This is an optimization exercise on Yosys and OpenROAD, whose aim is small area, a short achievable clock period and few clock cycles per item, not a production implementation.
Function was checked by simulation only, so behaviour that the tests miss may differ from the original.
Power and IR drop assume default switching activity.

==> flow/design.v <==
`timescale 1ns / 1ps
package sdtl_pkg;
   localparam logic [1:0] OP_START  = 2'd0;
   localparam logic [1:0] OP_STOP   = 2'd1;
   localparam logic [1:0] OP_EXPIRE = 2'd2;
   localparam logic [1:0] ACT_NONE    = 2'd0;
   localparam logic [1:0] ACT_ARMED   = 2'd1;
   localparam logic [1:0] ACT_STOPPED = 2'd2;
   localparam int ReqDataW = 104;
   localparam int RspDataW = 40;
   typedef enum logic [3:0] {
      ST_IDLE,
      ST_DECODE,
      ST_UL_NEXT,
      ST_UL_ALARM,
      ST_UL_WALK,
      ST_INS_START,
      ST_INS_WALK,
      ST_INS_LINK,
      ST_INS_PREV,
      ST_PROC,
      ST_DONE
   } state_type;
   function automatic logic wrap_before(input logic [31:0] a, input logic [31:0] b);
      logic [31:0] diff;
      diff = a - b;
      wrap_before = diff[31];
   endfunction
   function automatic logic [31:0] time_left(input logic [31:0] ft, input logic [31:0] now);
      logic [31:0] ahead;
      ahead = ft - now;
      time_left = wrap_before(now, ft) ? ahead : 32'd0;
   endfunction
endpackage
`timescale 1ns / 1ps
module sorted_deadline_timer_list #(
   parameter int NUM_TIMERS = 16
) (
   input  logic                          clock,
   input  logic                          reset,
   input  logic                          req_tvalid,
   output logic                          req_tready,
   input  logic [1:0]                    req_tuser,   
   input  logic [sdtl_pkg::ReqDataW-1:0] req_tdata,
   output logic                          rsp_tvalid,
   input  logic                          rsp_tready,
   output logic [sdtl_pkg::RspDataW-1:0] rsp_tdata
);
   localparam int N = 16;
   function automatic logic ult_ci(input logic [31:0] a, input logic [31:0] b,
                                   input logic ci);
      logic [31:0] g, p;
      g = ~a & b;
      p = ~a | b;
      for (int w = 1; w < 32; w = w * 2) begin
         for (int i = 31; i >= 0; i--) begin
            if ((i % (2 * w)) == (2 * w - 1)) begin
               g[i] = g[i] | (p[i] & g[i-w]);
               p[i] = p[i] & p[i-w];
            end
         end
      end
      ult_ci = g[31] | (ci & p[31]);
   endfunction
   function automatic logic ult(input logic [31:0] a, input logic [31:0] b);
      ult = ult_ci(a, b, 1'b0);
   endfunction
   function automatic logic ahead(input logic ab, input logic [31:0] a,
                                  input logic [31:0] e, input logic [31:0] bnd,
                                  input logic bi);
      logic lo, hi;
      hi = ult_ci(e, bnd, bi);
      lo = ult(a, e);
      ahead = ab ? (lo & hi) : (lo | hi);
   endfunction
   function automatic logic before_now(input logic [31:0] now, input logic [31:0] f);
      before_now = now[31] ^ f[31] ^ ult({1'b0, now[30:0]}, {1'b0, f[30:0]});
   endfunction
   logic rdy;    
   logic        s2_v;
   logic [1:0]  s2_op;
   logic [3:0]  s2_id;
   logic [31:0] s2_fn;     
   logic [31:0] s2_now;
   logic        s2_exp;    
   logic [31:0] in_now;
   logic        in_start, in_exp;
   assign in_now   = req_tdata[35:4];
   assign in_start = (req_tuser == sdtl_pkg::OP_START);
   assign in_exp   = (req_tuser == sdtl_pkg::OP_EXPIRE);
   always_ff @(posedge clock) begin
      if (reset) begin
         s2_v <= 1'b0;
      end else begin
         s2_v <= req_tvalid & rdy;
      end
   end
   always_ff @(posedge clock) begin
      begin
         s2_op <= req_tuser;
         s2_id <= req_tdata[3:0];
         s2_fn <= in_start ? req_tdata[67:36] + {1'b0, req_tdata[98:68]} : in_now;
         s2_now <= in_now;
         s2_exp <= in_exp;
      end
   end
   logic [N-1:0] lv;
   logic [3:0]   lid [N];
   logic [31:0]  lf  [N];
   logic        s3_v;
   logic [1:0]  s3_op;
   logic [3:0]  s3_id;
   logic [31:0] s3_fn;
   logic [31:0] s3_now;
   logic [N-1:0] s3_ga;    
   logic [N-1:0] s3_im;    
   logic [N-1:0] sl, sr, ld, hold;
   logic         c0;
   logic [N-1:0] ga_pre, im_pre, ga_adj, im_adj;
   logic         ga_new, im_new;
   logic [31:0] bnd;
   assign bnd    = {~s2_now[31], s2_now[30:0]};
   assign c0     = ult_ci(s2_fn, bnd, s2_exp);
   assign ga_new = ahead(c0, s2_fn, s3_fn, bnd, s2_exp);
   assign im_new = (s3_id == s2_id);
   for (genvar p = 0; p < N; p++) begin : g_pre
      assign ga_pre[p] = ahead(c0, s2_fn, lf[p], bnd, s2_exp);
      assign im_pre[p] = (lid[p] == s2_id);
   end
   for (genvar q = 0; q < N; q++) begin : g_adj
      logic ga_up, im_up, ga_dn, im_dn;
      if (q < N - 1) begin : g_up
         assign ga_up = ga_pre[q+1];
         assign im_up = im_pre[q+1];
      end else begin : g_top
         assign ga_up = 1'b0;
         assign im_up = 1'b0;
      end
      if (q > 0) begin : g_dn
         assign ga_dn = ga_pre[q-1];
         assign im_dn = im_pre[q-1];
      end else begin : g_bot
         assign ga_dn = 1'b0;
         assign im_dn = 1'b0;
      end
      assign ga_adj[q] = (hold[q] & ga_pre[q]) | (sl[q] & ga_up) | (sr[q] & ga_dn)
                       | (ld[q] & ga_new);
      assign im_adj[q] = (hold[q] & im_pre[q]) | (sl[q] & im_up) | (sr[q] & im_dn)
                       | (ld[q] & im_new);
   end
   always_ff @(posedge clock) begin
      if (reset) begin
         s3_v <= 1'b0;
      end else begin
         s3_v <= s2_v;
      end
   end
   always_ff @(posedge clock) begin
      begin
         s3_op  <= s2_op;
         s3_id  <= s2_id;
         s3_fn  <= s2_fn;
         s3_now <= s2_now;
         s3_ga  <= ga_adj;
         s3_im  <= im_adj;
      end
   end
   logic go;
   logic is_start, is_stop, is_exp;
   assign go       = s3_v;
   assign is_start = (s3_op == sdtl_pkg::OP_START);
   assign is_stop  = (s3_op == sdtl_pkg::OP_STOP);
   assign is_exp   = (s3_op == sdtl_pkg::OP_EXPIRE);
   logic [N-1:0] hit, cand, rm, ins;
   logic [N:0]   rt, it;    
   logic         fire;
   assign hit  = lv & s3_im;
   assign cand = ~lv | (s3_ga & ~hit);
   assign fire = lv[0] & ~s3_ga[0];
   always_comb begin
      rm  = '0;
      ins = '0;
      if (go) begin
         if (is_start) begin
            rm  = hit;
            ins = cand;
         end else if (is_stop) begin
            rm  = hit;
         end else if (is_exp) begin
            rm[0] = fire;
         end
      end
   end
   assign rt[0] = rm[0];
   assign it[0] = ins[0];
   for (genvar q = 1; q < N; q++) begin : g_pfx
      assign rt[q] = rt[q-1] | rm[q];
      assign it[q] = it[q-1] | ins[q];
   end
   assign rt[N] = rt[N-1];
   assign it[N] = go & is_start;
   for (genvar q = 0; q < N; q++) begin : g_sel
      logic itp;
      if (q == 0) begin : g_first
         assign itp   = 1'b0;
         assign sr[q] = 1'b0;
      end else begin : g_rest
         assign itp   = it[q-1];
         assign sr[q] = it[q-1] & ~rt[q-1];
      end
      assign sl[q]   = rt[q] & ~it[q+1];
      assign ld[q]   = rt[q] ? (it[q+1] & ~it[q]) : (it[q] & ~itp);
      assign hold[q] = ~(sl[q] | sr[q] | ld[q]);
   end
   always_ff @(posedge clock) begin
      for (int q = 0; q < N; q++) begin
         lid[q] <= ({4{hold[q]}} & lid[q])
                 | ({4{ld[q]}} & s3_id)
                 | ({4{sl[q]}} & ((q < N-1) ? lid[(q+1)%N] : 4'd0))
                 | ({4{sr[q]}} & ((q > 0) ? lid[(q+N-1)%N] : 4'd0));
         lf[q]  <= ({32{hold[q]}} & lf[q])
                 | ({32{ld[q]}} & s3_fn)
                 | ({32{sl[q]}} & ((q < N-1) ? lf[(q+1)%N] : 32'd0))
                 | ({32{sr[q]}} & ((q > 0) ? lf[(q+N-1)%N] : 32'd0));
      end
   end
   always_ff @(posedge clock) begin
      if (reset) begin
         lv <= '0;
      end else begin
         for (int q = 0; q < N; q++) begin
            lv[q] <= (hold[q] & lv[q])
                   | ld[q]
                   | (sl[q] & ((q < N-1) ? lv[(q+1)%N] : 1'b0))
                   | (sr[q] & ((q > 0) ? lv[(q+N-1)%N] : 1'b0));
         end
      end
   end
   logic       n_fired;
   logic [3:0] n_fid;
   logic [1:0] n_act;
   logic [1:0] after_head;    
   assign after_head = lv[1] ? sdtl_pkg::ACT_ARMED : sdtl_pkg::ACT_STOPPED;
   always_comb begin
      n_fired = 1'b0;
      n_fid   = 4'd0;
      n_act   = sdtl_pkg::ACT_NONE;
      if (is_start) begin
         if (hit[0] | cand[0]) begin
            n_act = sdtl_pkg::ACT_ARMED;
         end
      end else if (is_stop) begin
         if (hit[0]) begin
            n_act = after_head;
         end
      end else if (is_exp) begin
         if (!lv[0]) begin
            n_act = sdtl_pkg::ACT_STOPPED;
         end else if (fire) begin
            n_fired = 1'b1;
            n_fid   = lid[0];
            n_act   = after_head;
         end else begin
            n_act = sdtl_pkg::ACT_ARMED;
         end
      end
   end
   logic        r1_v;
   logic        r1_fired;
   logic [3:0]  r1_fid;
   logic [1:0]  r1_act;
   logic [31:0] r1_now;
   always_ff @(posedge clock) begin
      if (reset) begin
         r1_v <= 1'b0;
      end else begin
         r1_v <= s3_v;
      end
   end
   always_ff @(posedge clock) begin
      begin
         r1_fired <= n_fired;
         r1_fid   <= n_fid;
         r1_act   <= n_act;
         r1_now   <= s3_now;
      end
   end
   logic [31:0] rem;
   logic [38:0] r1_data;
   assign rem     = ((r1_act == sdtl_pkg::ACT_ARMED) && before_now(r1_now, lf[0]))
                    ? lf[0] - r1_now : 32'd0;
   assign r1_data = {rem, r1_act, r1_fid, r1_fired};
   localparam int QN = 5;
   logic [38:0] q [QN];
   logic [2:0]  qc, qc_n;           
   logic        pop;
   logic [2:0]  wr;                
   logic [2:0]  flight_n;
   logic        qv;                
   assign pop      = qv & rsp_tready;
   assign qc_n     = qc + {2'd0, r1_v} - {2'd0, pop};
   assign wr       = qc - {2'd0, pop};
   assign flight_n = {2'd0, req_tvalid & rdy} + {2'd0, s2_v} + {2'd0, s3_v};
   always_ff @(posedge clock) begin
      if (reset) begin
         qc  <= 3'd0;
         qv  <= 1'b0;
         rdy <= 1'b1;
      end else begin
         qc  <= qc_n;
         qv  <= (qc_n != 3'd0);
         rdy <= ({1'b0, qc_n} + {1'b0, flight_n}) < 4'(QN);
      end
   end
   always_ff @(posedge clock) begin
      for (int i = 0; i < QN; i++) begin
         if (r1_v && wr == 3'(i)) begin
            q[i] <= r1_data;
         end else if (pop) begin
            q[i] <= (i < QN - 1) ? q[(i+1)%QN] : 39'd0;
         end
      end
   end
   assign rsp_tvalid = qv;
   assign rsp_tdata  = {1'b0, q[0]};
   assign req_tready = rdy;
endmodule
export LEC_CHECK = 0
export CAP_MARGIN = 20
export CORE_MARGIN = 2
export CORE_UTILIZATION = 35
export PLACE_DENSITY = 0.5
export SETUP_SLACK_MARGIN = 3.3
export SLEW_MARGIN = 20
create_clock -name core_clock -period 7.0 [get_ports {clock}]
run.sh (not shown) runs the stock make flow with config.mk's settings and CLKGATE_MAP_FILE= SYNTH_SCRIPT=/design/flow/synth_recipe.tcl, a recipe that flattens the netlist after the stock synthesis.
Testbench counts at the start, summed over its fixed seeds: cycles 12,032, requests 12,000.
Edit:
--- a/flow/design.v
+++ b/flow/design.v
@@ -48,6 +48,5 @@
 );
    localparam int N = 16;
-   function automatic logic ult_ci(input logic [31:0] a, input logic [31:0] b,
-                                   input logic ci);
+   function automatic logic ult(input logic [31:0] a, input logic [31:0] b);
       logic [31:0] g, p;
       g = ~a & b;
@@ -61,14 +60,10 @@
          end
       end
-      ult_ci = g[31] | (ci & p[31]);
-   endfunction
-   function automatic logic ult(input logic [31:0] a, input logic [31:0] b);
-      ult = ult_ci(a, b, 1'b0);
+      ult = g[31];
    endfunction
    function automatic logic ahead(input logic ab, input logic [31:0] a,
-                                  input logic [31:0] e, input logic [31:0] bnd,
-                                  input logic bi);
+                                  input logic [31:0] e, input logic [31:0] bnd);
       logic lo, hi;
-      hi = ult_ci(e, bnd, bi);
+      hi = ult(e, bnd);
       lo = ult(a, e);
       ahead = ab ? (lo & hi) : (lo | hi);
@@ -82,6 +77,5 @@
    logic [3:0]  s2_id;
    logic [31:0] s2_fn;     
-   logic [31:0] s2_now;
-   logic        s2_exp;    
+   logic [31:0] s2_b;      
    logic [31:0] in_now;
    logic        in_start, in_exp;
@@ -101,6 +95,5 @@
          s2_id <= req_tdata[3:0];
          s2_fn <= in_start ? req_tdata[67:36] + {1'b0, req_tdata[98:68]} : in_now;
-         s2_now <= in_now;
-         s2_exp <= in_exp;
+         s2_b  <= {~in_now[31], in_now[30:0]} + {31'd0, in_exp};
       end
    end
@@ -119,11 +112,9 @@
    logic [N-1:0] ga_pre, im_pre, ga_adj, im_adj;
    logic         ga_new, im_new;
-   logic [31:0] bnd;
-   assign bnd    = {~s2_now[31], s2_now[30:0]};
-   assign c0     = ult_ci(s2_fn, bnd, s2_exp);
-   assign ga_new = ahead(c0, s2_fn, s3_fn, bnd, s2_exp);
+   assign c0     = ult(s2_fn, s2_b);
+   assign ga_new = ahead(c0, s2_fn, s3_fn, s2_b);
    assign im_new = (s3_id == s2_id);
    for (genvar p = 0; p < N; p++) begin : g_pre
-      assign ga_pre[p] = ahead(c0, s2_fn, lf[p], bnd, s2_exp);
+      assign ga_pre[p] = ahead(c0, s2_fn, lf[p], s2_b);
       assign im_pre[p] = (lid[p] == s2_id);
    end
@@ -161,5 +152,5 @@
          s3_id  <= s2_id;
          s3_fn  <= s2_fn;
-         s3_now <= s2_now;
+         s3_now <= (s2_op == sdtl_pkg::OP_START) ? {~s2_b[31], s2_b[30:0]} : s2_fn;
          s3_ga  <= ga_adj;
          s3_im  <= im_adj;
The changed run completed without violations. Worst setup slack gets better by 0.13 ns. Critical path depth goes down by 2. Wire length goes down by about a fifth. Final cell count came out higher slightly. Global-route usage fell by 5.3 points. Fmax rises by a few percent. Cell area is lower by a few percent. Via count decreases by a few percent. Count of clock-buffer cells in the layout came out higher by 9. Combinational power goes down by about a fifth.
Testbench counts after the change, summed over its fixed seeds: cycles 12,032, requests 12,000.

==> afterwards: timing with drivers on the ports <==
The results above use ideal ports. As a check the final layouts listed here were re-extracted and re-timed, cells and wires unchanged. Step 1, drivers: a clkbuf_16 drives clock and a buf_2 each remaining input, both assumed. Step 2 also shifts input and output timing later by t, the mid clock arrival at the registers, as if the neighbouring blocks saw the same clock. a / b / c = ideal ports / drivers / drivers and shift; a / b = the first two.
run	shift t [ns]	setup WS [ns]	worst hold slack (ns)	slew at the worst register clock pin (ns)	pins driven straight from the clock port
the first run	0.889	3.070 / 3.070 / 2.532	0.317 / 0.317 / 0.317	0.07 / 0.07	1
the second run	0.861	3.204 / 3.204 / 2.619	0.315 / 0.315 / 0.315	0.07 / 0.07	1
After both steps every run listed still meets setup and hold. The setup slack of the second run, which loses most, moves by 0.000 ns with the drivers and by -0.585 ns with both steps.
